From an optimization exercise on the open Yosys and OpenROAD flow, aimed at small area; shortcuts taken in it are not production practice.
Function was checked by simulation only, so behaviour that the tests miss may differ from the original.

File: flow/config.mk
export PLATFORM = sky130hd
export DESIGN_NAME = hsv_to_rgb_converter_unit
export DESIGN_NICKNAME = hsv_to_rgb_converter_unit
export VERILOG_FILES = /design/flow/design.v
export SDC_FILE = /design/flow/constraint.sdc
export NUM_CORES = 4
export LEC_CHECK = 0
export ABC_AREA = 1
export CAP_MARGIN = 20
export CORE_MARGIN = 2
export CORE_UTILIZATION = 85
export CTS_BUF_LIST = sky130_fd_sc_hd__clkbuf_2 sky130_fd_sc_hd__clkbuf_4 sky130_fd_sc_hd__clkbuf_8
export SLEW_MARGIN = 20
File: flow/constraint.sdc
create_clock -name core_clock -period 7.5 [get_ports {clk}]
set_input_delay 1.5000 -clock core_clock [delete_from_list [all_inputs] [get_ports {clk}]]
set_output_delay 1.5000 -clock core_clock [all_outputs]
set_load 0.01 [all_outputs]
File: flow/design.v
`default_nettype none
package hsv2rgb_pkg;
  localparam int CHAN_BITS = 8;
  localparam int HUE_BITS  = 9;
endpackage
`default_nettype wire
`default_nettype none
module hsv_to_rgb_converter_unit (
  input  wire logic                                 clk,
  input  wire logic                                 rst,
  input  wire logic                                 in_valid,
  output logic                                      in_stall,
  input  wire logic [hsv2rgb_pkg::HUE_BITS-1:0]     hue,
  input  wire logic [hsv2rgb_pkg::CHAN_BITS-1:0]    saturation,
  input  wire logic [hsv2rgb_pkg::CHAN_BITS-1:0]    value,
  output logic                                      out_valid,
  input  wire logic                                 out_stall,
  output logic [hsv2rgb_pkg::CHAN_BITS-1:0]         red,
  output logic [hsv2rgb_pkg::CHAN_BITS-1:0]         green,
  output logic [hsv2rgb_pkg::CHAN_BITS-1:0]         blue,
  output logic [3*hsv2rgb_pkg::CHAN_BITS-1:0]       packed_color
);
  logic adv;
  assign adv      = !out_valid || !out_stall;
  assign in_stall = !adv;
  logic [8:0] base;
  logic [1:0] k2;
  logic [6:0] h1;
  logic       up;
  logic [2:0] sect;
  logic [5:0] r;
  always_comb begin
    if      (hue >= 9'd480) begin k2 = 2'd1; base = 9'd480; end
    else if (hue >= 9'd360) begin k2 = 2'd0; base = 9'd360; end
    else if (hue >= 9'd240) begin k2 = 2'd2; base = 9'd240; end
    else if (hue >= 9'd120) begin k2 = 2'd1; base = 9'd120; end
    else                    begin k2 = 2'd0; base = 9'd0;   end
    h1   = 7'(hue - base);
    up   = (h1 >= 7'd60);
    r    = up ? 6'(h1 - 7'd60) : 6'(7'd60 - h1);
    sect = {k2, up};
  end
  wire nz0 = (|value) & (|saturation);
  wire a0 = value[0] & saturation[0];
  wire a1 = value[0] & saturation[1];
  wire a2 = value[0] & saturation[2];
  wire a3 = value[0] & saturation[3];
  wire a4 = value[0] & saturation[4];
  wire a5 = value[0] & saturation[5];
  wire a6 = value[0] & saturation[6];
  wire a7 = value[0] & saturation[7];
  wire a8 = value[1] & saturation[0];
  wire a9 = value[1] & saturation[1];
  wire a10 = value[1] & saturation[2];
  wire a11 = value[1] & saturation[3];
  wire a12 = value[1] & saturation[4];
  wire a13 = value[1] & saturation[5];
  wire a14 = value[1] & saturation[6];
  wire a15 = value[1] & saturation[7];
  wire a16 = value[2] & saturation[0];
  wire a17 = value[2] & saturation[1];
  wire a18 = value[2] & saturation[2];
  wire a19 = value[2] & saturation[3];
  wire a20 = value[2] & saturation[4];
  wire a21 = value[2] & saturation[5];
  wire a22 = value[2] & saturation[6];
  wire a23 = value[2] & saturation[7];
  wire a24 = value[3] & saturation[0];
  wire a25 = value[3] & saturation[1];
  wire a26 = value[3] & saturation[2];
  wire a27 = value[3] & saturation[3];
  wire a28 = value[3] & saturation[4];
  wire a29 = value[3] & saturation[5];
  wire a30 = value[3] & saturation[6];
  wire a31 = value[3] & saturation[7];
  wire a32 = value[4] & saturation[0];
  wire a33 = value[4] & saturation[1];
  wire a34 = value[4] & saturation[2];
  wire a35 = value[4] & saturation[3];
  wire a36 = value[4] & saturation[4];
  wire a37 = value[4] & saturation[5];
  wire a38 = value[4] & saturation[6];
  wire a39 = value[4] & saturation[7];
  wire a40 = value[5] & saturation[0];
  wire a41 = value[5] & saturation[1];
  wire a42 = value[5] & saturation[2];
  wire a43 = value[5] & saturation[3];
  wire a44 = value[5] & saturation[4];
  wire a45 = value[5] & saturation[5];
  wire a46 = value[5] & saturation[6];
  wire a47 = value[5] & saturation[7];
  wire a48 = value[6] & saturation[0];
  wire a49 = value[6] & saturation[1];
  wire a50 = value[6] & saturation[2];
  wire a51 = value[6] & saturation[3];
  wire a52 = value[6] & saturation[4];
  wire a53 = value[6] & saturation[5];
  wire a54 = value[6] & saturation[6];
  wire a55 = value[6] & saturation[7];
  wire a56 = value[7] & saturation[0];
  wire a57 = value[7] & saturation[1];
  wire a58 = value[7] & saturation[2];
  wire a59 = value[7] & saturation[3];
  wire a60 = value[7] & saturation[4];
  wire a61 = value[7] & saturation[5];
  wire a62 = value[7] & saturation[6];
  wire a63 = value[7] & saturation[7];
  wire a64 = a6 ^ a13;
  wire a65 = a6 & a13;
  wire a66 = a7 ^ a14 ^ a21;
  wire a67 = (a7 & a14) | (a7 & a21) | (a14 & a21);
  wire a68 = a28 ^ a35;
  wire a69 = a28 & a35;
  wire a70 = a15 ^ a22 ^ a29;
  wire a71 = (a15 & a22) | (a15 & a29) | (a22 & a29);
  wire a72 = a36 ^ a43;
  wire a73 = a36 & a43;
  wire a74 = a23 ^ a30 ^ a37;
  wire a75 = (a23 & a30) | (a23 & a37) | (a30 & a37);
  wire a76 = a4 ^ a11;
  wire a77 = a4 & a11;
  wire a78 = a5 ^ a12 ^ a19;
  wire a79 = (a5 & a12) | (a5 & a19) | (a12 & a19);
  wire a80 = a26 ^ a33;
  wire a81 = a26 & a33;
  wire a82 = a20 ^ a27 ^ a34;
  wire a83 = (a20 & a27) | (a20 & a34) | (a27 & a34);
  wire a84 = a41 ^ a48 ^ a64;
  wire a85 = (a41 & a48) | (a41 & a64) | (a48 & a64);
  wire a86 = a42 ^ a49 ^ a56;
  wire a87 = (a42 & a49) | (a42 & a56) | (a49 & a56);
  wire a88 = a65 ^ a66 ^ a68;
  wire a89 = (a65 & a66) | (a65 & a68) | (a66 & a68);
  wire a90 = a50 ^ a57 ^ a67;
  wire a91 = (a50 & a57) | (a50 & a67) | (a57 & a67);
  wire a92 = a69 ^ a70 ^ a72;
  wire a93 = (a69 & a70) | (a69 & a72) | (a70 & a72);
  wire a94 = a44 ^ a51 ^ a58;
  wire a95 = (a44 & a51) | (a44 & a58) | (a51 & a58);
  wire a96 = a71 ^ a73 ^ a74;
  wire a97 = (a71 & a73) | (a71 & a74) | (a73 & a74);
  wire a98 = a31 ^ a38 ^ a45;
  wire a99 = (a31 & a38) | (a31 & a45) | (a38 & a45);
  wire a100 = a52 ^ a59 ^ a75;
  wire a101 = (a52 & a59) | (a52 & a75) | (a59 & a75);
  wire a102 = a39 ^ a46 ^ a53;
  wire a103 = (a39 & a46) | (a39 & a53) | (a46 & a53);
  wire a104 = a3 ^ a10;
  wire a105 = a3 & a10;
  wire a106 = a18 ^ a25 ^ a32;
  wire a107 = (a18 & a25) | (a18 & a32) | (a25 & a32);
  wire a108 = a40 ^ a77 ^ a78;
  wire a109 = (a40 & a77) | (a40 & a78) | (a77 & a78);
  wire a110 = a79 ^ a81 ^ a82;
  wire a111 = (a79 & a81) | (a79 & a82) | (a81 & a82);
  wire a112 = a83 ^ a85 ^ a86;
  wire a113 = (a83 & a85) | (a83 & a86) | (a85 & a86);
  wire a114 = a87 ^ a89 ^ a90;
  wire a115 = (a87 & a89) | (a87 & a90) | (a89 & a90);
  wire a116 = a91 ^ a93 ^ a94;
  wire a117 = (a91 & a93) | (a91 & a94) | (a93 & a94);
  wire a118 = a95 ^ a97 ^ a98;
  wire a119 = (a95 & a97) | (a95 & a98) | (a97 & a98);
  wire a120 = a60 ^ a99 ^ a101;
  wire a121 = (a60 & a99) | (a60 & a101) | (a99 & a101);
  wire a122 = a47 ^ a54 ^ a61;
  wire a123 = (a47 & a54) | (a47 & a61) | (a54 & a61);
  wire a124 = a2 ^ a9;
  wire a125 = a2 & a9;
  wire a126 = a17 ^ a24 ^ a104;
  wire a127 = (a17 & a24) | (a17 & a104) | (a24 & a104);
  wire a128 = a76 ^ a105 ^ a106;
  wire a129 = (a76 & a105) | (a76 & a106) | (a105 & a106);
  wire a130 = a80 ^ a107 ^ a108;
  wire a131 = (a80 & a107) | (a80 & a108) | (a107 & a108);
  wire a132 = a84 ^ a109 ^ a110;
  wire a133 = (a84 & a109) | (a84 & a110) | (a109 & a110);
  wire a134 = a88 ^ a111 ^ a112;
  wire a135 = (a88 & a111) | (a88 & a112) | (a111 & a112);
  wire a136 = a92 ^ a113 ^ a114;
  wire a137 = (a92 & a113) | (a92 & a114) | (a113 & a114);
  wire a138 = a96 ^ a115 ^ a116;
  wire a139 = (a96 & a115) | (a96 & a116) | (a115 & a116);
  wire a140 = a100 ^ a117 ^ a118;
  wire a141 = (a100 & a117) | (a100 & a118) | (a117 & a118);
  wire a142 = a102 ^ a119 ^ a120;
  wire a143 = (a102 & a119) | (a102 & a120) | (a119 & a120);
  wire a144 = a103 ^ a121 ^ a122;
  wire a145 = (a103 & a121) | (a103 & a122) | (a121 & a122);
  wire a146 = a55 ^ a62 ^ a123;
  wire a147 = (a55 & a62) | (a55 & a123) | (a62 & a123);
  wire a148 = a1 & a8;
  wire a149 = a16 & a124;
  wire a150 = a125 & a126;
  wire a151 = a127 & a128;
  wire a152 = a129 & a130;
  wire a153 = a131 & a132;
  wire a154 = a133 & a134;
  wire a155 = a135 & a136;
  wire a156 = a137 & a138;
  wire a157 = a139 & a140;
  wire a158 = a141 & a142;
  wire a159 = a143 & a144;
  wire a160 = a145 & a146;
  wire a161 = a63 & a147;
  wire a162 = a1 ^ a8;
  wire a163 = a16 ^ a124;
  wire a164 = a125 ^ a126;
  wire a165 = a127 ^ a128;
  wire a166 = a129 ^ a130;
  wire a167 = a131 ^ a132;
  wire a168 = a133 ^ a134;
  wire a169 = a135 ^ a136;
  wire a170 = a137 ^ a138;
  wire a171 = a139 ^ a140;
  wire a172 = a141 ^ a142;
  wire a173 = a143 ^ a144;
  wire a174 = a145 ^ a146;
  wire a175 = a63 ^ a147;
  wire a176 = a162 & a0;
  wire a177 = a164 & a149;
  wire a178 = a150 | a177;
  wire a179 = a164 & a163;
  wire a180 = a166 & a151;
  wire a181 = a152 | a180;
  wire a182 = a166 & a165;
  wire a183 = a168 & a153;
  wire a184 = a154 | a183;
  wire a185 = a168 & a167;
  wire a186 = a170 & a155;
  wire a187 = a156 | a186;
  wire a188 = a170 & a169;
  wire a189 = a172 & a157;
  wire a190 = a158 | a189;
  wire a191 = a172 & a171;
  wire a192 = a174 & a159;
  wire a193 = a160 | a192;
  wire a194 = a174 & a173;
  wire a195 = a163 & a148;
  wire a196 = a149 | a195;
  wire a197 = a163 & a176;
  wire a198 = a179 & a148;
  wire a199 = a178 | a198;
  wire a200 = a179 & a176;
  wire a201 = a167 & a181;
  wire a202 = a153 | a201;
  wire a203 = a167 & a182;
  wire a204 = a185 & a181;
  wire a205 = a184 | a204;
  wire a206 = a185 & a182;
  wire a207 = a171 & a187;
  wire a208 = a157 | a207;
  wire a209 = a171 & a188;
  wire a210 = a191 & a187;
  wire a211 = a190 | a210;
  wire a212 = a191 & a188;
  wire a213 = a175 & a193;
  wire a214 = a161 | a213;
  wire a215 = a175 & a194;
  wire a216 = a165 & a199;
  wire a217 = a151 | a216;
  wire a218 = a165 & a200;
  wire a219 = a182 & a199;
  wire a220 = a181 | a219;
  wire a221 = a182 & a200;
  wire a222 = a203 & a199;
  wire a223 = a202 | a222;
  wire a224 = a203 & a200;
  wire a225 = a206 & a199;
  wire a226 = a205 | a225;
  wire a227 = a206 & a200;
  wire a228 = a173 & a211;
  wire a229 = a159 | a228;
  wire a230 = a173 & a212;
  wire a231 = a194 & a211;
  wire a232 = a193 | a231;
  wire a233 = a194 & a212;
  wire a234 = a215 & a211;
  wire a235 = a214 | a234;
  wire a236 = a215 & a212;
  wire a237 = a169 & a226;
  wire a238 = a155 | a237;
  wire a239 = a169 & a227;
  wire a240 = a188 & a226;
  wire a241 = a187 | a240;
  wire a242 = a188 & a227;
  wire a243 = a209 & a226;
  wire a244 = a208 | a243;
  wire a245 = a209 & a227;
  wire a246 = a212 & a226;
  wire a247 = a211 | a246;
  wire a248 = a212 & a227;
  wire a249 = a230 & a226;
  wire a250 = a229 | a249;
  wire a251 = a230 & a227;
  wire a252 = a233 & a226;
  wire a253 = a232 | a252;
  wire a254 = a233 & a227;
  wire a255 = a236 & a226;
  wire a256 = a235 | a255;
  wire a257 = a236 & a227;
  wire a258 = a163 ^ a148;
  wire a259 = a164 ^ a196;
  wire a260 = a165 ^ a199;
  wire a261 = a166 ^ a217;
  wire a262 = a167 ^ a220;
  wire a263 = a168 ^ a223;
  wire a264 = a169 ^ a226;
  wire a265 = a170 ^ a238;
  wire a266 = a171 ^ a241;
  wire a267 = a172 ^ a244;
  wire a268 = a173 ^ a247;
  wire a269 = a174 ^ a250;
  wire a270 = a175 ^ a253;
  wire a271 = a264 & a0;
  wire a272 = a265 & a162;
  wire a273 = a266 & a258;
  wire a274 = a267 & a259;
  wire a275 = a268 & a260;
  wire a276 = a269 & a261;
  wire a277 = a270 & a262;
  wire a278 = a256 & a263;
  wire a279 = a264 ^ a0;
  wire a280 = a265 ^ a162;
  wire a281 = a266 ^ a258;
  wire a282 = a267 ^ a259;
  wire a283 = a268 ^ a260;
  wire a284 = a269 ^ a261;
  wire a285 = a270 ^ a262;
  wire a286 = a256 ^ a263;
  wire a287 = a280 & a271;
  wire a288 = a272 | a287;
  wire a289 = a280 & a279;
  wire a290 = a282 & a273;
  wire a291 = a274 | a290;
  wire a292 = a282 & a281;
  wire a293 = a284 & a275;
  wire a294 = a276 | a293;
  wire a295 = a284 & a283;
  wire a296 = a286 & a277;
  wire a297 = a278 | a296;
  wire a298 = a286 & a285;
  wire a299 = a281 & a288;
  wire a300 = a273 | a299;
  wire a301 = a281 & a289;
  wire a302 = a292 & a288;
  wire a303 = a291 | a302;
  wire a304 = a292 & a289;
  wire a305 = a285 & a294;
  wire a306 = a277 | a305;
  wire a307 = a285 & a295;
  wire a308 = a298 & a294;
  wire a309 = a297 | a308;
  wire a310 = a298 & a295;
  wire a311 = a283 & a303;
  wire a312 = a275 | a311;
  wire a313 = a283 & a304;
  wire a314 = a295 & a303;
  wire a315 = a294 | a314;
  wire a316 = a295 & a304;
  wire a317 = a307 & a303;
  wire a318 = a306 | a317;
  wire a319 = a307 & a304;
  wire a320 = a310 & a303;
  wire a321 = a309 | a320;
  wire a322 = a310 & a304;
  wire a323 = a279 ^ a321;
  wire a324 = ~a323;
  wire a325 = a321 & a279;
  wire a326 = a271 | a325;
  wire a327 = a280 ^ a326;
  wire a328 = ~a327;
  wire a329 = a321 & a289;
  wire a330 = a288 | a329;
  wire a331 = a281 ^ a330;
  wire a332 = ~a331;
  wire a333 = a321 & a301;
  wire a334 = a300 | a333;
  wire a335 = a282 ^ a334;
  wire a336 = ~a335;
  wire a337 = a321 & a304;
  wire a338 = a303 | a337;
  wire a339 = a283 ^ a338;
  wire a340 = ~a339;
  wire a341 = a321 & a313;
  wire a342 = a312 | a341;
  wire a343 = a284 ^ a342;
  wire a344 = ~a343;
  wire a345 = a321 & a316;
  wire a346 = a315 | a345;
  wire a347 = a285 ^ a346;
  wire a348 = ~a347;
  wire a349 = a321 & a319;
  wire a350 = a318 | a349;
  wire a351 = a286 ^ a350;
  wire a352 = ~a351;
  wire a353 = ~a264;
  wire a354 = a265 & a264;
  wire a355 = a265 & a353;
  wire a356 = a267 & a266;
  wire a357 = a269 & a268;
  wire a358 = a256 & a270;
  wire a359 = a266 & a354;
  wire a360 = a266 & a355;
  wire a361 = a356 & a354;
  wire a362 = a356 & a355;
  wire a363 = a270 & a357;
  wire a364 = a358 & a357;
  wire a365 = a268 & a361;
  wire a366 = a268 & a362;
  wire a367 = a357 & a361;
  wire a368 = a357 & a362;
  wire a369 = a363 & a361;
  wire a370 = a363 & a362;
  wire a371 = a364 & a361;
  wire a372 = a364 & a362;
  wire a373 = a265 ^ a264;
  wire a374 = a266 ^ a354;
  wire a375 = a267 ^ a359;
  wire a376 = a268 ^ a361;
  wire a377 = a269 ^ a365;
  wire a378 = a270 ^ a367;
  wire a379 = a256 ^ a369;
  wire a380 = ~a265;
  wire a381 = a380 & a264;
  wire a382 = a267 & a266;
  wire a383 = a269 & a268;
  wire a384 = a256 & a270;
  wire a385 = a266 & a265;
  wire a386 = a266 & a381;
  wire a387 = a382 & a265;
  wire a388 = a382 & a381;
  wire a389 = a270 & a383;
  wire a390 = a384 & a383;
  wire a391 = a268 & a387;
  wire a392 = a268 & a388;
  wire a393 = a383 & a387;
  wire a394 = a383 & a388;
  wire a395 = a389 & a387;
  wire a396 = a389 & a388;
  wire a397 = a390 & a387;
  wire a398 = a390 & a388;
  wire a399 = a266 ^ a265;
  wire a400 = a267 ^ a385;
  wire a401 = a268 ^ a387;
  wire a402 = a269 ^ a391;
  wire a403 = a270 ^ a393;
  wire a404 = a256 ^ a395;
  wire a405 = ~a321;
  wire a406 = nz0 & a405;
  wire a407 = a406 & a353;
  wire a408 = ~nz0;
  wire a409 = a408 & a264;
  wire a410 = a407 | a409;
  wire a411 = a321 & a264;
  wire a412 = ~a321;
  wire a413 = a412 & a410;
  wire a414 = a411 | a413;
  wire a415 = a406 & a373;
  wire a416 = ~nz0;
  wire a417 = a416 & a265;
  wire a418 = a415 | a417;
  wire a419 = a321 & a380;
  wire a420 = ~a321;
  wire a421 = a420 & a418;
  wire a422 = a419 | a421;
  wire a423 = a406 & a374;
  wire a424 = ~nz0;
  wire a425 = a424 & a266;
  wire a426 = a423 | a425;
  wire a427 = a321 & a399;
  wire a428 = ~a321;
  wire a429 = a428 & a426;
  wire a430 = a427 | a429;
  wire a431 = a406 & a375;
  wire a432 = ~nz0;
  wire a433 = a432 & a267;
  wire a434 = a431 | a433;
  wire a435 = a321 & a400;
  wire a436 = ~a321;
  wire a437 = a436 & a434;
  wire a438 = a435 | a437;
  wire a439 = a406 & a376;
  wire a440 = ~nz0;
  wire a441 = a440 & a268;
  wire a442 = a439 | a441;
  wire a443 = a321 & a401;
  wire a444 = ~a321;
  wire a445 = a444 & a442;
  wire a446 = a443 | a445;
  wire a447 = a406 & a377;
  wire a448 = ~nz0;
  wire a449 = a448 & a269;
  wire a450 = a447 | a449;
  wire a451 = a321 & a402;
  wire a452 = ~a321;
  wire a453 = a452 & a450;
  wire a454 = a451 | a453;
  wire a455 = a406 & a378;
  wire a456 = ~nz0;
  wire a457 = a456 & a270;
  wire a458 = a455 | a457;
  wire a459 = a321 & a403;
  wire a460 = ~a321;
  wire a461 = a460 & a458;
  wire a462 = a459 | a461;
  wire a463 = a406 & a379;
  wire a464 = ~nz0;
  wire a465 = a464 & a256;
  wire a466 = a463 | a465;
  wire a467 = a321 & a404;
  wire a468 = ~a321;
  wire a469 = a468 & a466;
  wire a470 = a467 | a469;
  logic        valid_q1;
  logic [2:0]  sect_q1;
  logic [5:0]  r_q1;
  logic [7:0]  v_q1;
  logic [7:0]  c_q1;
  logic [7:0]  d_q1;
  always_ff @(posedge clk) begin
    if (rst) begin
      valid_q1 <= 1'b0;
    end else if (adv) begin
      valid_q1 <= in_valid;
    end
  end
  always_ff @(posedge clk) begin
    if (adv) begin
      sect_q1 <= sect;
      r_q1    <= r;
      v_q1    <= value;
      c_q1    <= {a470, a462, a454, a446, a438, a430, a422, a414};
      d_q1    <= {a352, a348, a344, a340, a336, a332, a328, a324};
    end
  end
  logic [3:0] w52;
  logic [4:0] hsum;
  wire b0 = ~c_q1[0];
  wire b1 = ~c_q1[1];
  wire b2 = ~c_q1[2];
  wire b3 = ~c_q1[3];
  wire b4 = ~c_q1[4];
  wire b5 = ~c_q1[5];
  wire b6 = ~c_q1[6];
  wire b7 = ~c_q1[7];
  wire b8 = ~(v_q1[0] ^ b0);
  wire b9 = v_q1[0] | b0;
  wire b10 = v_q1[1] ^ b1 ^ b9;
  wire b11 = (v_q1[1] & b1) | (v_q1[1] & b9) | (b1 & b9);
  wire b12 = v_q1[2] ^ b2 ^ b11;
  wire b13 = (v_q1[2] & b2) | (v_q1[2] & b11) | (b2 & b11);
  wire b14 = v_q1[3] ^ b3 ^ b13;
  wire b15 = (v_q1[3] & b3) | (v_q1[3] & b13) | (b3 & b13);
  wire b16 = v_q1[4] ^ b4 ^ b15;
  wire b17 = (v_q1[4] & b4) | (v_q1[4] & b15) | (b4 & b15);
  wire b18 = v_q1[5] ^ b5 ^ b17;
  wire b19 = (v_q1[5] & b5) | (v_q1[5] & b17) | (b5 & b17);
  wire b20 = v_q1[6] ^ b6 ^ b19;
  wire b21 = (v_q1[6] & b6) | (v_q1[6] & b19) | (b6 & b19);
  wire b22 = v_q1[7] ^ b7 ^ b21;
  wire b23 = (v_q1[7] & b7) | (v_q1[7] & b21) | (b7 & b21);
  wire b24 = c_q1[0] & r_q1[0];
  wire b25 = c_q1[0] & r_q1[1];
  wire b26 = c_q1[0] & r_q1[2];
  wire b27 = c_q1[0] & r_q1[3];
  wire b28 = c_q1[0] & r_q1[4];
  wire b29 = c_q1[0] & r_q1[5];
  wire b30 = c_q1[1] & r_q1[0];
  wire b31 = c_q1[1] & r_q1[1];
  wire b32 = c_q1[1] & r_q1[2];
  wire b33 = c_q1[1] & r_q1[3];
  wire b34 = c_q1[1] & r_q1[4];
  wire b35 = c_q1[1] & r_q1[5];
  wire b36 = c_q1[2] & r_q1[0];
  wire b37 = c_q1[2] & r_q1[1];
  wire b38 = c_q1[2] & r_q1[2];
  wire b39 = c_q1[2] & r_q1[3];
  wire b40 = c_q1[2] & r_q1[4];
  wire b41 = c_q1[2] & r_q1[5];
  wire b42 = c_q1[3] & r_q1[0];
  wire b43 = c_q1[3] & r_q1[1];
  wire b44 = c_q1[3] & r_q1[2];
  wire b45 = c_q1[3] & r_q1[3];
  wire b46 = c_q1[3] & r_q1[4];
  wire b47 = c_q1[3] & r_q1[5];
  wire b48 = c_q1[4] & r_q1[0];
  wire b49 = c_q1[4] & r_q1[1];
  wire b50 = c_q1[4] & r_q1[2];
  wire b51 = c_q1[4] & r_q1[3];
  wire b52 = c_q1[4] & r_q1[4];
  wire b53 = c_q1[4] & r_q1[5];
  wire b54 = c_q1[5] & r_q1[0];
  wire b55 = c_q1[5] & r_q1[1];
  wire b56 = c_q1[5] & r_q1[2];
  wire b57 = c_q1[5] & r_q1[3];
  wire b58 = c_q1[5] & r_q1[4];
  wire b59 = c_q1[5] & r_q1[5];
  wire b60 = c_q1[6] & r_q1[0];
  wire b61 = c_q1[6] & r_q1[1];
  wire b62 = c_q1[6] & r_q1[2];
  wire b63 = c_q1[6] & r_q1[3];
  wire b64 = c_q1[6] & r_q1[4];
  wire b65 = c_q1[6] & r_q1[5];
  wire b66 = c_q1[7] & r_q1[0];
  wire b67 = c_q1[7] & r_q1[1];
  wire b68 = c_q1[7] & r_q1[2];
  wire b69 = c_q1[7] & r_q1[3];
  wire b70 = c_q1[7] & r_q1[4];
  wire b71 = c_q1[7] & r_q1[5];
  wire b72 = b28 ^ b33;
  wire b73 = b28 & b33;
  wire b74 = b29 ^ b34 ^ b39;
  wire b75 = (b29 & b34) | (b29 & b39) | (b34 & b39);
  wire b76 = b44 ^ b49;
  wire b77 = b44 & b49;
  wire b78 = b35 ^ b40 ^ b45;
  wire b79 = (b35 & b40) | (b35 & b45) | (b40 & b45);
  wire b80 = b50 ^ b55 ^ b60;
  wire b81 = (b50 & b55) | (b50 & b60) | (b55 & b60);
  wire b82 = b41 ^ b46 ^ b51;
  wire b83 = (b41 & b46) | (b41 & b51) | (b46 & b51);
  wire b84 = b56 ^ b61 ^ b66;
  wire b85 = (b56 & b61) | (b56 & b66) | (b61 & b66);
  wire b86 = b47 ^ b52 ^ b57;
  wire b87 = (b47 & b52) | (b47 & b57) | (b52 & b57);
  wire b88 = b62 ^ b67;
  wire b89 = b62 & b67;
  wire b90 = b53 ^ b58 ^ b63;
  wire b91 = (b53 & b58) | (b53 & b63) | (b58 & b63);
  wire b92 = b27 ^ b32;
  wire b93 = b27 & b32;
  wire b94 = b38 ^ b43 ^ b48;
  wire b95 = (b38 & b43) | (b38 & b48) | (b43 & b48);
  wire b96 = b54 ^ b73 ^ b74;
  wire b97 = (b54 & b73) | (b54 & b74) | (b73 & b74);
  wire b98 = b75 ^ b77 ^ b78;
  wire b99 = (b75 & b77) | (b75 & b78) | (b77 & b78);
  wire b100 = b79 ^ b81 ^ b82;
  wire b101 = (b79 & b81) | (b79 & b82) | (b81 & b82);
  wire b102 = b83 ^ b85 ^ b86;
  wire b103 = (b83 & b85) | (b83 & b86) | (b85 & b86);
  wire b104 = b68 ^ b87 ^ b89;
  wire b105 = (b68 & b87) | (b68 & b89) | (b87 & b89);
  wire b106 = b59 ^ b64 ^ b69;
  wire b107 = (b59 & b64) | (b59 & b69) | (b64 & b69);
  wire b108 = b26 ^ b31;
  wire b109 = b26 & b31;
  wire b110 = b37 ^ b42 ^ b92;
  wire b111 = (b37 & b42) | (b37 & b92) | (b42 & b92);
  wire b112 = b72 ^ b93 ^ b94;
  wire b113 = (b72 & b93) | (b72 & b94) | (b93 & b94);
  wire b114 = b76 ^ b95 ^ b96;
  wire b115 = (b76 & b95) | (b76 & b96) | (b95 & b96);
  wire b116 = b80 ^ b97 ^ b98;
  wire b117 = (b80 & b97) | (b80 & b98) | (b97 & b98);
  wire b118 = b84 ^ b99 ^ b100;
  wire b119 = (b84 & b99) | (b84 & b100) | (b99 & b100);
  wire b120 = b88 ^ b101 ^ b102;
  wire b121 = (b88 & b101) | (b88 & b102) | (b101 & b102);
  wire b122 = b90 ^ b103 ^ b104;
  wire b123 = (b90 & b103) | (b90 & b104) | (b103 & b104);
  wire b124 = b91 ^ b105 ^ b106;
  wire b125 = (b91 & b105) | (b91 & b106) | (b105 & b106);
  wire b126 = b65 ^ b70 ^ b107;
  wire b127 = (b65 & b70) | (b65 & b107) | (b70 & b107);
  wire b128 = b25 & b30;
  wire b129 = b36 & b108;
  wire b130 = b109 & b110;
  wire b131 = b111 & b112;
  wire b132 = b113 & b114;
  wire b133 = b115 & b116;
  wire b134 = b117 & b118;
  wire b135 = b119 & b120;
  wire b136 = b121 & b122;
  wire b137 = b123 & b124;
  wire b138 = b125 & b126;
  wire b139 = b71 & b127;
  wire b140 = b25 ^ b30;
  wire b141 = b36 ^ b108;
  wire b142 = b109 ^ b110;
  wire b143 = b111 ^ b112;
  wire b144 = b113 ^ b114;
  wire b145 = b115 ^ b116;
  wire b146 = b117 ^ b118;
  wire b147 = b119 ^ b120;
  wire b148 = b121 ^ b122;
  wire b149 = b123 ^ b124;
  wire b150 = b125 ^ b126;
  wire b151 = b71 ^ b127;
  wire b152 = b140 & b24;
  wire b153 = b142 & b129;
  wire b154 = b130 | b153;
  wire b155 = b142 & b141;
  wire b156 = b144 & b131;
  wire b157 = b132 | b156;
  wire b158 = b144 & b143;
  wire b159 = b146 & b133;
  wire b160 = b134 | b159;
  wire b161 = b146 & b145;
  wire b162 = b148 & b135;
  wire b163 = b136 | b162;
  wire b164 = b148 & b147;
  wire b165 = b150 & b137;
  wire b166 = b138 | b165;
  wire b167 = b150 & b149;
  wire b168 = b155 & b128;
  wire b169 = b154 | b168;
  wire b170 = b155 & b152;
  wire b171 = b161 & b157;
  wire b172 = b160 | b171;
  wire b173 = b161 & b158;
  wire b174 = b167 & b163;
  wire b175 = b166 | b174;
  wire b176 = b167 & b164;
  wire b177 = b173 & b169;
  wire b178 = b172 | b177;
  wire b179 = b173 & b170;
  wire b180 = b176 & b178;
  wire b181 = b175 | b180;
  wire b182 = b176 & b179;
  wire b183 = b158 & b169;
  wire b184 = b157 | b183;
  wire b185 = b158 & b170;
  wire b186 = b164 & b178;
  wire b187 = b163 | b186;
  wire b188 = b164 & b179;
  wire b189 = b141 & b128;
  wire b190 = b129 | b189;
  wire b191 = b141 & b152;
  wire b192 = b143 & b169;
  wire b193 = b131 | b192;
  wire b194 = b143 & b170;
  wire b195 = b145 & b184;
  wire b196 = b133 | b195;
  wire b197 = b145 & b185;
  wire b198 = b147 & b178;
  wire b199 = b135 | b198;
  wire b200 = b147 & b179;
  wire b201 = b149 & b187;
  wire b202 = b137 | b201;
  wire b203 = b149 & b188;
  wire b204 = b151 & b181;
  wire b205 = b139 | b204;
  wire b206 = b151 & b182;
  wire b207 = b141 ^ b128;
  wire b208 = b142 ^ b190;
  wire b209 = b143 ^ b169;
  wire b210 = b144 ^ b193;
  wire b211 = b145 ^ b184;
  wire b212 = b146 ^ b196;
  wire b213 = b147 ^ b178;
  wire b214 = b148 ^ b199;
  wire b215 = b149 ^ b187;
  wire b216 = b150 ^ b202;
  wire b217 = b151 ^ b181;
  wire b218 = b211 & b207;
  wire b219 = b212 & b208;
  wire b220 = b213 & b209;
  wire b221 = b214 & b210;
  wire b222 = b211 ^ b207;
  wire b223 = b212 ^ b208;
  wire b224 = b213 ^ b209;
  wire b225 = b214 ^ b210;
  wire b226 = b223 & b218;
  wire b227 = b219 | b226;
  wire b228 = b223 & b222;
  wire b229 = b225 & b220;
  wire b230 = b221 | b229;
  wire b231 = b225 & b224;
  wire b232 = b216 & b215;
  wire b233 = b205 & b217;
  wire b234 = b231 & b227;
  wire b235 = b230 | b234;
  wire b236 = b231 & b228;
  wire b237 = b233 & b232;
  wire b238 = b237 & b235;
  wire b239 = b237 & b236;
  wire b240 = b232 & b235;
  wire b241 = b232 & b236;
  wire b242 = b224 & b227;
  wire b243 = b220 | b242;
  wire b244 = b224 & b228;
  wire b245 = b215 & b235;
  wire b246 = b215 & b236;
  wire b247 = b217 & b240;
  wire b248 = b217 & b241;
  wire b249 = b223 ^ b218;
  wire b250 = b224 ^ b227;
  wire b251 = b225 ^ b243;
  wire b252 = b215 ^ b235;
  wire b253 = b216 ^ b245;
  wire b254 = b217 ^ b240;
  wire b255 = b205 ^ b247;
  wire b256 = b252 & b222;
  wire b257 = b253 & b249;
  wire b258 = b254 & b250;
  wire b259 = b255 & b251;
  wire b260 = b252 ^ b222;
  wire b261 = b253 ^ b249;
  wire b262 = b254 ^ b250;
  wire b263 = b255 ^ b251;
  wire b264 = b261 & b256;
  wire b265 = b257 | b264;
  wire b266 = b261 & b260;
  wire b267 = b263 & b258;
  wire b268 = b259 | b267;
  wire b269 = b263 & b262;
  wire b270 = b269 & b265;
  wire b271 = b268 | b270;
  wire b272 = b269 & b266;
  wire b273 = b262 & b265;
  wire b274 = b258 | b273;
  wire b275 = b262 & b266;
  wire b276 = b261 ^ b256;
  wire b277 = b262 ^ b265;
  wire b278 = b263 ^ b274;
  wire b279 = v_q1[4] ^ b211;
  wire b280 = v_q1[4] & b211;
  wire b281 = v_q1[5] ^ b212 ^ b208;
  wire b282 = (v_q1[5] & b212) | (v_q1[5] & b208) | (b212 & b208);
  wire b283 = v_q1[6] ^ b213 ^ b209;
  wire b284 = (v_q1[6] & b213) | (v_q1[6] & b209) | (b213 & b209);
  wire b285 = v_q1[7] ^ b214 ^ b210;
  wire b286 = (v_q1[7] & b214) | (v_q1[7] & b210) | (b214 & b210);
  wire b287 = v_q1[0] ^ b207;
  wire b288 = v_q1[0] & b207;
  wire b289 = v_q1[1] ^ b208 ^ b288;
  wire b290 = (v_q1[1] & b208) | (v_q1[1] & b288) | (b208 & b288);
  wire b291 = v_q1[2] ^ b209 ^ b290;
  wire b292 = (v_q1[2] & b209) | (v_q1[2] & b290) | (b209 & b290);
  wire b293 = v_q1[3] ^ b210 ^ b292;
  wire b294 = (v_q1[3] & b210) | (v_q1[3] & b292) | (b210 & b292);
  wire b295 = b207 ^ b279 ^ b294;
  wire b296 = (b207 & b279) | (b207 & b294) | (b279 & b294);
  wire b297 = b280 ^ b281 ^ b296;
  wire b298 = (b280 & b281) | (b280 & b296) | (b281 & b296);
  wire b299 = b282 ^ b283 ^ b298;
  wire b300 = (b282 & b283) | (b282 & b298) | (b283 & b298);
  wire b301 = b284 ^ b285 ^ b300;
  wire b302 = (b284 & b285) | (b284 & b300) | (b285 & b300);
  wire b303 = d_q1[0] & r_q1[0];
  wire b304 = d_q1[0] & r_q1[1];
  wire b305 = d_q1[0] & r_q1[2];
  wire b306 = d_q1[0] & r_q1[3];
  wire b307 = d_q1[0] & r_q1[4];
  wire b308 = d_q1[0] & r_q1[5];
  wire b309 = d_q1[1] & r_q1[0];
  wire b310 = d_q1[1] & r_q1[1];
  wire b311 = d_q1[1] & r_q1[2];
  wire b312 = d_q1[1] & r_q1[3];
  wire b313 = d_q1[1] & r_q1[4];
  wire b314 = d_q1[1] & r_q1[5];
  wire b315 = d_q1[2] & r_q1[0];
  wire b316 = d_q1[2] & r_q1[1];
  wire b317 = d_q1[2] & r_q1[2];
  wire b318 = d_q1[2] & r_q1[3];
  wire b319 = d_q1[2] & r_q1[4];
  wire b320 = d_q1[2] & r_q1[5];
  wire b321 = d_q1[3] & r_q1[0];
  wire b322 = d_q1[3] & r_q1[1];
  wire b323 = d_q1[3] & r_q1[2];
  wire b324 = d_q1[3] & r_q1[3];
  wire b325 = d_q1[3] & r_q1[4];
  wire b326 = d_q1[3] & r_q1[5];
  wire b327 = d_q1[4] & r_q1[0];
  wire b328 = d_q1[4] & r_q1[1];
  wire b329 = d_q1[4] & r_q1[2];
  wire b330 = d_q1[4] & r_q1[3];
  wire b331 = d_q1[4] & r_q1[4];
  wire b332 = d_q1[4] & r_q1[5];
  wire b333 = d_q1[5] & r_q1[0];
  wire b334 = d_q1[5] & r_q1[1];
  wire b335 = d_q1[5] & r_q1[2];
  wire b336 = d_q1[5] & r_q1[3];
  wire b337 = d_q1[5] & r_q1[4];
  wire b338 = d_q1[5] & r_q1[5];
  wire b339 = d_q1[6] & r_q1[0];
  wire b340 = d_q1[6] & r_q1[1];
  wire b341 = d_q1[6] & r_q1[2];
  wire b342 = d_q1[6] & r_q1[3];
  wire b343 = d_q1[6] & r_q1[4];
  wire b344 = d_q1[6] & r_q1[5];
  wire b345 = d_q1[7] & r_q1[0];
  wire b346 = d_q1[7] & r_q1[1];
  wire b347 = d_q1[7] & r_q1[2];
  wire b348 = d_q1[7] & r_q1[3];
  wire b349 = d_q1[7] & r_q1[4];
  wire b350 = d_q1[7] & r_q1[5];
  wire b351 = b307 ^ b312;
  wire b352 = b307 & b312;
  wire b353 = b308 ^ b313 ^ b318;
  wire b354 = (b308 & b313) | (b308 & b318) | (b313 & b318);
  wire b355 = b323 ^ b328;
  wire b356 = b323 & b328;
  wire b357 = b314 ^ b319 ^ b324;
  wire b358 = (b314 & b319) | (b314 & b324) | (b319 & b324);
  wire b359 = b329 ^ b334 ^ b339;
  wire b360 = (b329 & b334) | (b329 & b339) | (b334 & b339);
  wire b361 = b320 ^ b325 ^ b330;
  wire b362 = (b320 & b325) | (b320 & b330) | (b325 & b330);
  wire b363 = b335 ^ b340 ^ b345;
  wire b364 = (b335 & b340) | (b335 & b345) | (b340 & b345);
  wire b365 = b326 ^ b331 ^ b336;
  wire b366 = (b326 & b331) | (b326 & b336) | (b331 & b336);
  wire b367 = b341 ^ b346;
  wire b368 = b341 & b346;
  wire b369 = b332 ^ b337 ^ b342;
  wire b370 = (b332 & b337) | (b332 & b342) | (b337 & b342);
  wire b371 = b306 ^ b311;
  wire b372 = b306 & b311;
  wire b373 = b317 ^ b322 ^ b327;
  wire b374 = (b317 & b322) | (b317 & b327) | (b322 & b327);
  wire b375 = b333 ^ b352 ^ b353;
  wire b376 = (b333 & b352) | (b333 & b353) | (b352 & b353);
  wire b377 = b354 ^ b356 ^ b357;
  wire b378 = (b354 & b356) | (b354 & b357) | (b356 & b357);
  wire b379 = b358 ^ b360 ^ b361;
  wire b380 = (b358 & b360) | (b358 & b361) | (b360 & b361);
  wire b381 = b362 ^ b364 ^ b365;
  wire b382 = (b362 & b364) | (b362 & b365) | (b364 & b365);
  wire b383 = b347 ^ b366 ^ b368;
  wire b384 = (b347 & b366) | (b347 & b368) | (b366 & b368);
  wire b385 = b338 ^ b343 ^ b348;
  wire b386 = (b338 & b343) | (b338 & b348) | (b343 & b348);
  wire b387 = b305 ^ b310;
  wire b388 = b305 & b310;
  wire b389 = b316 ^ b321 ^ b371;
  wire b390 = (b316 & b321) | (b316 & b371) | (b321 & b371);
  wire b391 = b351 ^ b372 ^ b373;
  wire b392 = (b351 & b372) | (b351 & b373) | (b372 & b373);
  wire b393 = b355 ^ b374 ^ b375;
  wire b394 = (b355 & b374) | (b355 & b375) | (b374 & b375);
  wire b395 = b359 ^ b376 ^ b377;
  wire b396 = (b359 & b376) | (b359 & b377) | (b376 & b377);
  wire b397 = b363 ^ b378 ^ b379;
  wire b398 = (b363 & b378) | (b363 & b379) | (b378 & b379);
  wire b399 = b367 ^ b380 ^ b381;
  wire b400 = (b367 & b380) | (b367 & b381) | (b380 & b381);
  wire b401 = b369 ^ b382 ^ b383;
  wire b402 = (b369 & b382) | (b369 & b383) | (b382 & b383);
  wire b403 = b370 ^ b384 ^ b385;
  wire b404 = (b370 & b384) | (b370 & b385) | (b384 & b385);
  wire b405 = b344 ^ b349 ^ b386;
  wire b406 = (b344 & b349) | (b344 & b386) | (b349 & b386);
  wire b407 = b304 & b309;
  wire b408 = b315 & b387;
  wire b409 = b388 & b389;
  wire b410 = b390 & b391;
  wire b411 = b392 & b393;
  wire b412 = b394 & b395;
  wire b413 = b396 & b397;
  wire b414 = b398 & b399;
  wire b415 = b400 & b401;
  wire b416 = b402 & b403;
  wire b417 = b404 & b405;
  wire b418 = b350 & b406;
  wire b419 = b304 ^ b309;
  wire b420 = b315 ^ b387;
  wire b421 = b388 ^ b389;
  wire b422 = b390 ^ b391;
  wire b423 = b392 ^ b393;
  wire b424 = b394 ^ b395;
  wire b425 = b396 ^ b397;
  wire b426 = b398 ^ b399;
  wire b427 = b400 ^ b401;
  wire b428 = b402 ^ b403;
  wire b429 = b404 ^ b405;
  wire b430 = b350 ^ b406;
  wire b431 = b419 & b303;
  wire b432 = b421 & b408;
  wire b433 = b409 | b432;
  wire b434 = b421 & b420;
  wire b435 = b423 & b410;
  wire b436 = b411 | b435;
  wire b437 = b423 & b422;
  wire b438 = b425 & b412;
  wire b439 = b413 | b438;
  wire b440 = b425 & b424;
  wire b441 = b427 & b414;
  wire b442 = b415 | b441;
  wire b443 = b427 & b426;
  wire b444 = b429 & b416;
  wire b445 = b417 | b444;
  wire b446 = b429 & b428;
  wire b447 = b420 & b407;
  wire b448 = b408 | b447;
  wire b449 = b420 & b431;
  wire b450 = b434 & b407;
  wire b451 = b433 | b450;
  wire b452 = b434 & b431;
  wire b453 = b424 & b436;
  wire b454 = b412 | b453;
  wire b455 = b424 & b437;
  wire b456 = b440 & b436;
  wire b457 = b439 | b456;
  wire b458 = b440 & b437;
  wire b459 = b428 & b442;
  wire b460 = b416 | b459;
  wire b461 = b428 & b443;
  wire b462 = b446 & b442;
  wire b463 = b445 | b462;
  wire b464 = b446 & b443;
  wire b465 = b422 & b451;
  wire b466 = b410 | b465;
  wire b467 = b422 & b452;
  wire b468 = b437 & b451;
  wire b469 = b436 | b468;
  wire b470 = b437 & b452;
  wire b471 = b455 & b451;
  wire b472 = b454 | b471;
  wire b473 = b455 & b452;
  wire b474 = b458 & b451;
  wire b475 = b457 | b474;
  wire b476 = b458 & b452;
  wire b477 = b430 & b463;
  wire b478 = b418 | b477;
  wire b479 = b430 & b464;
  wire b480 = b426 & b475;
  wire b481 = b414 | b480;
  wire b482 = b426 & b476;
  wire b483 = b443 & b475;
  wire b484 = b442 | b483;
  wire b485 = b443 & b476;
  wire b486 = b461 & b475;
  wire b487 = b460 | b486;
  wire b488 = b461 & b476;
  wire b489 = b464 & b475;
  wire b490 = b463 | b489;
  wire b491 = b464 & b476;
  wire b492 = b479 & b475;
  wire b493 = b478 | b492;
  wire b494 = b479 & b476;
  wire b495 = b420 ^ b407;
  wire b496 = b421 ^ b448;
  wire b497 = b422 ^ b451;
  wire b498 = b423 ^ b466;
  wire b499 = b424 ^ b469;
  wire b500 = b425 ^ b472;
  wire b501 = b426 ^ b475;
  wire b502 = b427 ^ b481;
  wire b503 = b428 ^ b484;
  wire b504 = b429 ^ b487;
  wire b505 = b430 ^ b490;
  wire b506 = b303 & b501;
  wire b507 = b419 & b502;
  wire b508 = b495 & b503;
  wire b509 = b496 & b504;
  wire b510 = b497 & b505;
  wire b511 = b498 & b493;
  wire b512 = b303 ^ b501;
  wire b513 = b419 ^ b502;
  wire b514 = b495 ^ b503;
  wire b515 = b496 ^ b504;
  wire b516 = b497 ^ b505;
  wire b517 = b498 ^ b493;
  wire b518 = b506 | b512;
  wire b519 = b513 & b518;
  wire b520 = b507 | b519;
  wire b521 = b513 & b512;
  wire b522 = b515 & b508;
  wire b523 = b509 | b522;
  wire b524 = b515 & b514;
  wire b525 = b517 & b510;
  wire b526 = b511 | b525;
  wire b527 = b517 & b516;
  wire b528 = b500 & b499;
  wire b529 = b514 & b520;
  wire b530 = b508 | b529;
  wire b531 = b514 & b521;
  wire b532 = b524 & b520;
  wire b533 = b523 | b532;
  wire b534 = b524 & b521;
  wire b535 = b499 & b526;
  wire b536 = b499 & b527;
  wire b537 = b528 & b526;
  wire b538 = b528 & b527;
  wire b539 = b516 & b533;
  wire b540 = b510 | b539;
  wire b541 = b516 & b534;
  wire b542 = b527 & b533;
  wire b543 = b526 | b542;
  wire b544 = b527 & b534;
  wire b545 = b536 & b533;
  wire b546 = b535 | b545;
  wire b547 = b536 & b534;
  wire b548 = b538 & b533;
  wire b549 = b537 | b548;
  wire b550 = b538 & b534;
  wire b551 = ~b512;
  wire b552 = b513 ^ b518;
  wire b553 = b514 ^ b520;
  wire b554 = b515 ^ b530;
  wire b555 = b516 ^ b533;
  wire b556 = b517 ^ b540;
  wire b557 = b499 ^ b543;
  wire b558 = b500 ^ b546;
  wire b559 = b501 & b549;
  wire b560 = b501 ^ b549;
  wire b561 = b502 & b559;
  wire b562 = b502 & b560;
  wire b563 = b504 & b503;
  wire b564 = b493 & b505;
  wire b565 = b503 & b561;
  wire b566 = b503 & b562;
  wire b567 = b563 & b561;
  wire b568 = b563 & b562;
  wire b569 = b505 & b567;
  wire b570 = b505 & b568;
  wire b571 = b564 & b567;
  wire b572 = b564 & b568;
  wire b573 = b502 ^ b559;
  wire b574 = b503 ^ b561;
  wire b575 = b504 ^ b565;
  wire b576 = b505 ^ b567;
  wire b577 = b493 ^ b569;
  wire b578 = ~b560;
  wire b579 = ~b573;
  wire b580 = ~b574;
  wire b581 = ~b575;
  wire b582 = ~b576;
  wire b583 = ~b577;
  wire b584 = b24 & b578;
  wire b585 = b140 & b579;
  wire b586 = w52[0] & b580;
  wire b587 = w52[1] & b581;
  wire b588 = w52[2] & b582;
  wire b589 = w52[3] & b583;
  wire b590 = b24 ^ b578;
  wire b591 = b140 ^ b579;
  wire b592 = w52[0] ^ b580;
  wire b593 = w52[1] ^ b581;
  wire b594 = w52[2] ^ b582;
  wire b595 = w52[3] ^ b583;
  wire b596 = b591 & b584;
  wire b597 = b585 | b596;
  wire b598 = b591 & b590;
  wire b599 = b593 & b586;
  wire b600 = b587 | b599;
  wire b601 = b593 & b592;
  wire b602 = b595 & b588;
  wire b603 = b589 | b602;
  wire b604 = b595 & b594;
  wire b605 = b592 & b597;
  wire b606 = b586 | b605;
  wire b607 = b592 & b598;
  wire b608 = b601 & b597;
  wire b609 = b600 | b608;
  wire b610 = b601 & b598;
  wire b611 = b594 & b609;
  wire b612 = b588 | b611;
  wire b613 = b594 & b610;
  wire b614 = b604 & b609;
  wire b615 = b603 | b614;
  wire b616 = b604 & b610;
  wire b617 = b591 ^ b584;
  wire b618 = b592 ^ b597;
  wire b619 = b593 ^ b606;
  wire b620 = b594 ^ b609;
  wire b621 = b595 ^ b612;
  assign hsum   = {b271, b278, b277, b276, b260};
  assign w52    = (hsum >= 5'd15) ? 4'(hsum - 5'd15) : hsum[3:0];
  logic [2:0] sect_q2;
  logic [7:0] v_q2;
  logic [7:0] p_q2;
  logic [7:0] a_q2;
  logic [3:0] w52_q2;
  logic       bit_q2;
  always_ff @(posedge clk) begin
    if (rst) begin
      out_valid <= 1'b0;
    end else if (adv) begin
      out_valid <= valid_q1;
    end
  end
  always_ff @(posedge clk) begin
    if (adv) begin
      sect_q2 <= sect_q1;
      v_q2    <= v_q1;
      p_q2    <= {b22, b20, b18, b16, b14, b12, b10, b8};
      a_q2    <= {b301, b299, b297, b295, b293, b291, b289, b287};
      w52_q2  <= w52;
      bit_q2  <= b615;
    end
  end
  logic [7:0] x;
  wire o0 = ~w52_q2[0];
  wire o1 = ~w52_q2[1];
  wire o2 = ~w52_q2[2];
  wire o3 = ~w52_q2[3];
  wire o4 = ~w52_q2[0];
  wire o5 = ~w52_q2[1];
  wire o6 = ~w52_q2[2];
  wire o7 = ~w52_q2[3];
  wire o8 = ~bit_q2;
  wire o9 = a_q2[0] ^ o0 ^ o8;
  wire o10 = (a_q2[0] & o0) | (a_q2[0] & o8) | (o0 & o8);
  wire o11 = a_q2[1] ^ o1 ^ o10;
  wire o12 = (a_q2[1] & o1) | (a_q2[1] & o10) | (o1 & o10);
  wire o13 = a_q2[2] ^ o2 ^ o12;
  wire o14 = (a_q2[2] & o2) | (a_q2[2] & o12) | (o2 & o12);
  wire o15 = a_q2[3] ^ o3 ^ o14;
  wire o16 = (a_q2[3] & o3) | (a_q2[3] & o14) | (o3 & o14);
  wire o17 = a_q2[4] ^ o4 ^ o16;
  wire o18 = (a_q2[4] & o4) | (a_q2[4] & o16) | (o4 & o16);
  wire o19 = a_q2[5] ^ o5 ^ o18;
  wire o20 = (a_q2[5] & o5) | (a_q2[5] & o18) | (o5 & o18);
  wire o21 = a_q2[6] ^ o6 ^ o20;
  wire o22 = (a_q2[6] & o6) | (a_q2[6] & o20) | (o6 & o20);
  wire o23 = a_q2[7] ^ o7 ^ o22;
  wire o24 = (a_q2[7] & o7) | (a_q2[7] & o22) | (o7 & o22);
  assign x = {o23, o21, o19, o17, o15, o13, o11, o9};
  always_comb begin
    case (sect_q2)
      3'd0:    begin red = v_q2; green = x;    blue = p_q2; end
      3'd1:    begin red = x;    green = v_q2; blue = p_q2; end
      3'd2:    begin red = p_q2; green = v_q2; blue = x;    end
      3'd3:    begin red = p_q2; green = x;    blue = v_q2; end
      3'd4:    begin red = x;    green = p_q2; blue = v_q2; end
      default: begin red = v_q2; green = p_q2; blue = x;    end
    endcase
  end
  assign packed_color = {red, green, blue};
endmodule
`default_nettype wire
File: flow/flow/run.sh
#!/bin/bash
# Layout flow: the standard flow with two changes to synthesis and one
# to placement.
#  - Synthesis: Yosys's synth runs without its quick ABC pass (-noabc), so
#    the full adders written in the RTL reach extract_fa without inverted
#    polarities, and the final ABC mapping uses flow/area.abc (area-oriented
#    mapping). Registers, their names and cell types are unchanged.
#  - Ports are buffered with sky130_fd_sc_hd__buf_1, and the buffers that
#    synthesis puts between outputs sharing a net are buf_1 too.
# Each tool's output goes to the ORFS logs under orfs/logs; make's output to
# standard.log.
set -euo pipefail
WORK=$PWD
FLOW=$WORK/flow
{
  echo 'proc synth {args} { yosys synth -nofsm -noshare -noabc {*}$args }'
  echo 'proc abc {args} {'
  echo '  set i [lsearch $args -script]'
  echo "  if { \$i >= 0 } { set args [lreplace \$args \$i [expr {\$i + 1}] -script $FLOW/area.abc] }"
  echo '  yosys abc {*}$args'
  echo '}'
  tail -n +2 synth_recipe.tcl
} > my_synth.tcl
bash standard.sh SYNTH_SCRIPT=$WORK/my_synth.tcl \
  "BUFFER_PORTS_ARGS=-buffer_cell sky130_fd_sc_hd__buf_1" \
  "MIN_BUF_CELL_AND_PORTS=sky130_fd_sc_hd__buf_1 A X" finish > standard.log 2>&1
File: flow/flow/area.abc
strash
dch -f
amap
topo
File: flow/standard.sh
#!/bin/bash
# synth_recipe.tcl (not shown) runs the flow's synth.tcl, then flattens the netlist and writes it again
# the make line also repeats each setting of config.mk as NAME=value (left out here)
make -C /OpenROAD-flow-scripts/flow DESIGN_CONFIG=/design/flow/config.mk WORK_HOME=/design/flow/orfs CLKGATE_MAP_FILE= SYNTH_SCRIPT=/design/flow/synth_recipe.tcl "${@:-finish}"
==> impl_metrics.env, run 1 <==
export IMPL_stop_stage="global routing"
export IMPL_async_reset_ff_share_pct=0
export IMPL_numCtsBuffers=9
export IMPL_place_congestion=1.01
export IMPL_synth_top_cell_by_area="fa_1"
export IMPL_dpl_hpwl_um=19700
export IMPL_htreeDepth=3
export IMPL_error="[ERROR GRT-0116] Global routing finished with congestion. Check the congestion regions in the DRC Viewer."
export IMPL_synthMuxAreaShare_pct=0
export IMPL_synthesis_nets=1157
export IMPL_seq_area_frac_synth_pct=23.5
export IMPL_first_global_vias=10700
export IMPL_ys_top_cells_by_area="fa_1 28%, edfxtp_1 23%, ha_1 15%"
export IMPL_yosys_area_share_adder_pct=43.3
export IMPL_overflow=103
export IMPL_synthXorXnorAreaFrac_pct=0.104
export IMPL_synth_main_ff_cell="edfxtp_1"
export IMPL_place_area_mm2=0.00909
export IMPL_clockBufferDepth=2
export IMPL_grt_usage_pct=78.5
export IMPL_syn_inst=907
export IMPL_grt_pass1_wl_um=63900
export IMPL_synth_avg_cell_area_um2=9.33
export IMPL_synth_edf_count=65
export IMPL_cts_sinks=67
export IMPL_netlist_area_mm2=0.00846
export IMPL_synth_simple_area_share_pct=14.3
export IMPL_die_y_um=104
export IMPL_synthDistinctLibCells=37
export IMPL_synth_top_family_by_area="adder cells"
export IMPL_ys_ff_latch=67
export IMPL_synth_warnings=1
export IMPL_pin_count=79
export IMPL_synth_compound_area_share_pct=12.7
export IMPL_rows=36
export IMPL_place_ws_ns=-0.377
export IMPL_chipWidth_um=104
export IMPL_root_buffer="clkbuf_8"
export IMPL_status="did not finish"
export IMPL_initial_core_util_pct=87.0
export IMPL_port_buffers=78
export IMPL_synth_top_area_share_pct=28.4
export IMPL_grt_max_degree=68
[cells in the mapped netlist, types with 2 or more instances]
cell type / instances
nor2_1: 225
ha_1: 101
fa_1: 120
nor3_1: 7
edfxtp_1: 65
or2_0: 2
dfxtp_1: 2
a31oi_1: 3
o21ai_0: 41
nand3_1: 11
o22ai_1: 4
buf_1: 24
o221ai_1: 11
a22oi_1: 6
o22a_1: 16
clkinv_1: 113
nor2b_1: 3
nand2_1: 51
a211oi_1: 4
a21oi_1: 68
and3_1: 2
nor4_1: 2
a21o_1: 8
o31ai_1: 4
a221oi_1: 2
[kinds of logic after synthesis]
group / after synthesis
XOR/XNOR: 1
AO/OA/AOI/OAI: 174
flip-flops: 67
AND/OR/NAND/NOR: 307
buffers and inverters: 137
adder cells (fa/ha/maj): 221
[metal layers]
| layer | overflow | global-route usage [%] |
|---|---|---|
| met3 | 2 | 55.8 |
| met1 | 6 | 79.0 |
| met4 | 46 | 88.8 |
| met2 | 49 | 96.9 |
| met5 | 0 | 7.62 |
[worst max path at each step]
stage                          to     startpoint  slack, ns
after CTS                 c_q1[3]       value[2]       0.02
after global placement    d_q1[0]       value[2]       0.13
after detailed placement   bit_q2        c_q1[1]      -0.38
after floorplan           c_q1[3]  saturation[6]       0.11
[what timing repair did]
item / 4_1_cts
hold buffers: 0
setup endpoints to repair: 15
pin swaps: 4
buffers inserted: 4
gates resized for setup: 23
[stage by stage]
step / util, % / cells / setup TNS [ns] / hold WS [ns]
4_1_cts: 96.3 / 1148 / 0 / 0.442
3_5_place_dp: 93.4 / 1128 / -4.11 / 0.405
3_3_place_gp: 93.4 / 1128 / 0 / 0.404
2_1_floorplan: - / 907 / 0 / 0.400
==> run 2: changes to the inputs <==
--- a/flow/config.mk
+++ b/flow/config.mk
@@ -10,4 +10,5 @@
 export CORE_MARGIN = 2
-export CORE_UTILIZATION = 85
+export CORE_UTILIZATION = 75
 export CTS_BUF_LIST = sky130_fd_sc_hd__clkbuf_2 sky130_fd_sc_hd__clkbuf_4 sky130_fd_sc_hd__clkbuf_8
+export PLACE_DENSITY = 0.8
 export SLEW_MARGIN = 20
==> impl_metrics.env, run 2 <==
export IMPL_rrSetupSlack_ns=0.29
export IMPL_ys_top_cells_by_area="fa_1 28%, edfxtp_1 23%, ha_1 15%"
export IMPL_layout_commonest_cell="nor2_1"
export IMPL_synth_top_cell_by_area="fa_1"
export IMPL_synth_compound_area_share_pct=12.7
export IMPL_relSlewSlack_pct=24.3
export IMPL_timing_final_max_slew_violations=0
export IMPL_period_needed_ns=7.21
export IMPL_clockBufferDepth=2
export IMPL_port_buffers=78
export IMPL_drcViolationCount=0
export IMPL_synth_top_family_by_area="adder cells"
export IMPL_rows=38
export IMPL_cts_tree="yes"
export IMPL_dpl_hpwl_um=17300
export IMPL_final_cell_mix="222 x nor2_1, 118 x fa_1, 106 x clkinv_1, 100 x ha_1, 78 x buf_1"
export IMPL_htreeDepth=3
export IMPL_first_global_vias=7453
export IMPL_synthDistinctLibCells=37
export IMPL_synth_simple_area_share_pct=14.3
export IMPL_grt_pass1_wl_um=34100
export IMPL_synth_warnings=1
export IMPL_place_ws_ns=-0.191
export IMPL_async_reset_ff_share_pct=0
export IMPL_grt_max_degree=68
export IMPL_drive_gt1_share_pct=7.40
export IMPL_max_cap_violations=0
export IMPL_root_buffer="clkbuf_8"
export IMPL_path_class="reg2reg"
export IMPL_status="complete, no violations"
export IMPL_cp_endpoint="bit_q2"
export IMPL_instances_no_fill=1153
export IMPL_place_inst=1134
export IMPL_fin_crit_sh_pct=96.1
export IMPL_hold_viol=0
export IMPL_setup_ws_ns=0.293
export IMPL_synthMuxAreaShare_pct=0
export IMPL_dr_pass1_iters=6
export IMPL_ant_nets=0
export IMPL_die_area_mm2=0.0121
export IMPL_n_antenna_cell=0
export IMPL_synth_avg_cell_area_um2=9.33
export IMPL_clkLatencyLatePin_ns=0.36
export IMPL_wl_per_cell_um=18.7
export IMPL_numCtsBuffers=9
export IMPL_initial_core_util_pct=77.4
export IMPL_hp_class="reg2reg"
export IMPL_reg2regPathDepth=29
export IMPL_routed_wl_um=21600
export IMPL_pin_count=79
export IMPL_cts_sinks=67
export IMPL_overflow=0
export IMPL_syn_inst=907
export IMPL_clk_pin_slew_worst_paths_ns=0.08
export IMPL_r2r_end="bit_q2"
export IMPL_critPathLaunch="c_q1[1]"
export IMPL_core_area_mm2=0.0109
export IMPL_synth_top_area_share_pct=28.4
export IMPL_synth_commonest_cells="225 x nor2_1, 120 x fa_1, 113 x clkinv_1"
export IMPL_grt_usage_pct=37.4
export IMPL_seq_area_frac_synth_pct=23.5
export IMPL_tightest_slew_ns=1.12
export IMPL_nets=1258
export IMPL_vias=7229
export IMPL_slowest_delay_ns=0.51
export IMPL_cp_max_fo=4
export IMPL_cp_slowest_cell="fa_1"
export IMPL_r2r_start="c_q1[1]"
export IMPL_die_y_um=110
export IMPL_drt_iter0_drc=698
export IMPL_cp_end_kind="flip-flop"
export IMPL_fin_area_mm2=0.00940
export IMPL_antenna_found_initial=0
export IMPL_yosysMostFrequentCell="nor2_1"
export IMPL_cp_arrival_ns=7.32
export IMPL_netlist_area_mm2=0.00846
export IMPL_synthXorXnorAreaFrac_pct=0.104
export IMPL_start_kind="flip-flop"
export IMPL_max_freq_mhz=139
export IMPL_synth_main_ff_cell="edfxtp_1"
export IMPL_routed_via_density=6.27
export IMPL_area_delta_synth_final_pct=11.1
export IMPL_finalSetupViolCount=0
export IMPL_chipWidth_um=110
export IMPL_fin_skew_ns=0.0122
export IMPL_yosys_area_share_adder_pct=43.3
export IMPL_worstPathRequired_ns=7.61
export IMPL_synth_edf_count=65
export IMPL_place_area_mm2=0.00909
export IMPL_rsz0062_at_grt="true"
export IMPL_place_congestion=0.971
export IMPL_synthesis_nets=1157
export IMPL_ys_ff_latch=67
-- run 2: layer usage --
layer | routed length, µm | share of wire (%) | up-vias | track usage, %
met5 | 0 | 0 | - | 0
met4 | 1070 | 5.0 | 0 | 18.2
met3 | 1620 | 7.5 | 112 | 8.52
met2 | 11100 | 51 | 447 | 68.4
met1 | 7770 | 36 | 3415 | 40.6
li1 | - | - | 3255 | -
-- run 2: cell type report --
class,instances,area (µm²)
timing repair buffer,114,563
fill,598,1540
multi-input combinational,703,6040
clock buffer,9,124
clock inverter,7,76.3
inverter,113,432
tap,140,175
sequential,67,1990
-- run 2: stage by stage --
stage	hold slack, ns	util (%)	TNS [ns]
5_1_grt	0.442	85.9	0
3_3_place_gp	0.404	83.1	0
4_1_cts	0.435	85.2	0
3_5_place_dp	0.409	83.1	-1.10
6_report	0.433	85.9	0
2_1_floorplan	0.400	-	0
-- run 2: kinds of logic after synthesis --
kind of cell / Yosys count
AND/OR/NAND/NOR: 307
flip-flops: 67
buffers and inverters: 137
adder cells (fa/ha/maj): 221
XOR/XNOR: 1
AO/OA/AOI/OAI: 174
-- run 2: worst min-delay path by stage --
stage,from,endpoint,depth (start not counted)
6_report,sect_q1[1],sect_q2[1],0
5_1_grt,sect_q1[1],sect_q2[1],0
4_1_cts,sect_q1[1],sect_q2[1],0
3_5_place_dp,sect_q1[1],sect_q2[1],0
3_3_place_gp,sect_q1[0],sect_q2[0],0
2_1_floorplan,sect_q1[0],sect_q2[0],0
-- run 2: critical path, delay by kind of cell, from the launching register on --
family	cells	cell delay, ns
compound gates	9	1.54
fa+ha+maj	11	4.08
flops	1	0.40
buf+inv	2	0.22
simple gates	7	0.70
-- run 2: timing repair --
item	in CTS	in global routing
pin swaps	0	2
endpoints found under the setup margin	1	17
setup buffers	2	1
hold buffers	0	0
resized for setup	3	22

==> separate check: timing with driven ports <==
The flow's constraints put no driver on any port. The routed layout listed below was extracted and timed again, unchanged, in two steps. Step 1 assumes that a clkbuf_16 drives the clock port and a buf_2 every other input. Step 2 moves the port delays by t, midway between the first and last clock arrival at a register: inputs arrive t later, outputs are due t later. That takes back most of the time a late clock gives input paths. a / b / c = ideal / step 1 / step 2; a / b = the first two.
run: run 2
shift t [ns]: 0.393
slack for setup (ns): 0.293 / 0.293 / 0.065
worst hold slack (ns): 0.433 / 0.433 / 0.433
worst data-port slew with drivers (ns): 0.04
pins driven straight from the clock port: 1
After both steps setup and hold are still met in run 2. The setup slack of run 2 moves by 0.000 ns with the drivers and by -0.228 ns with both steps.
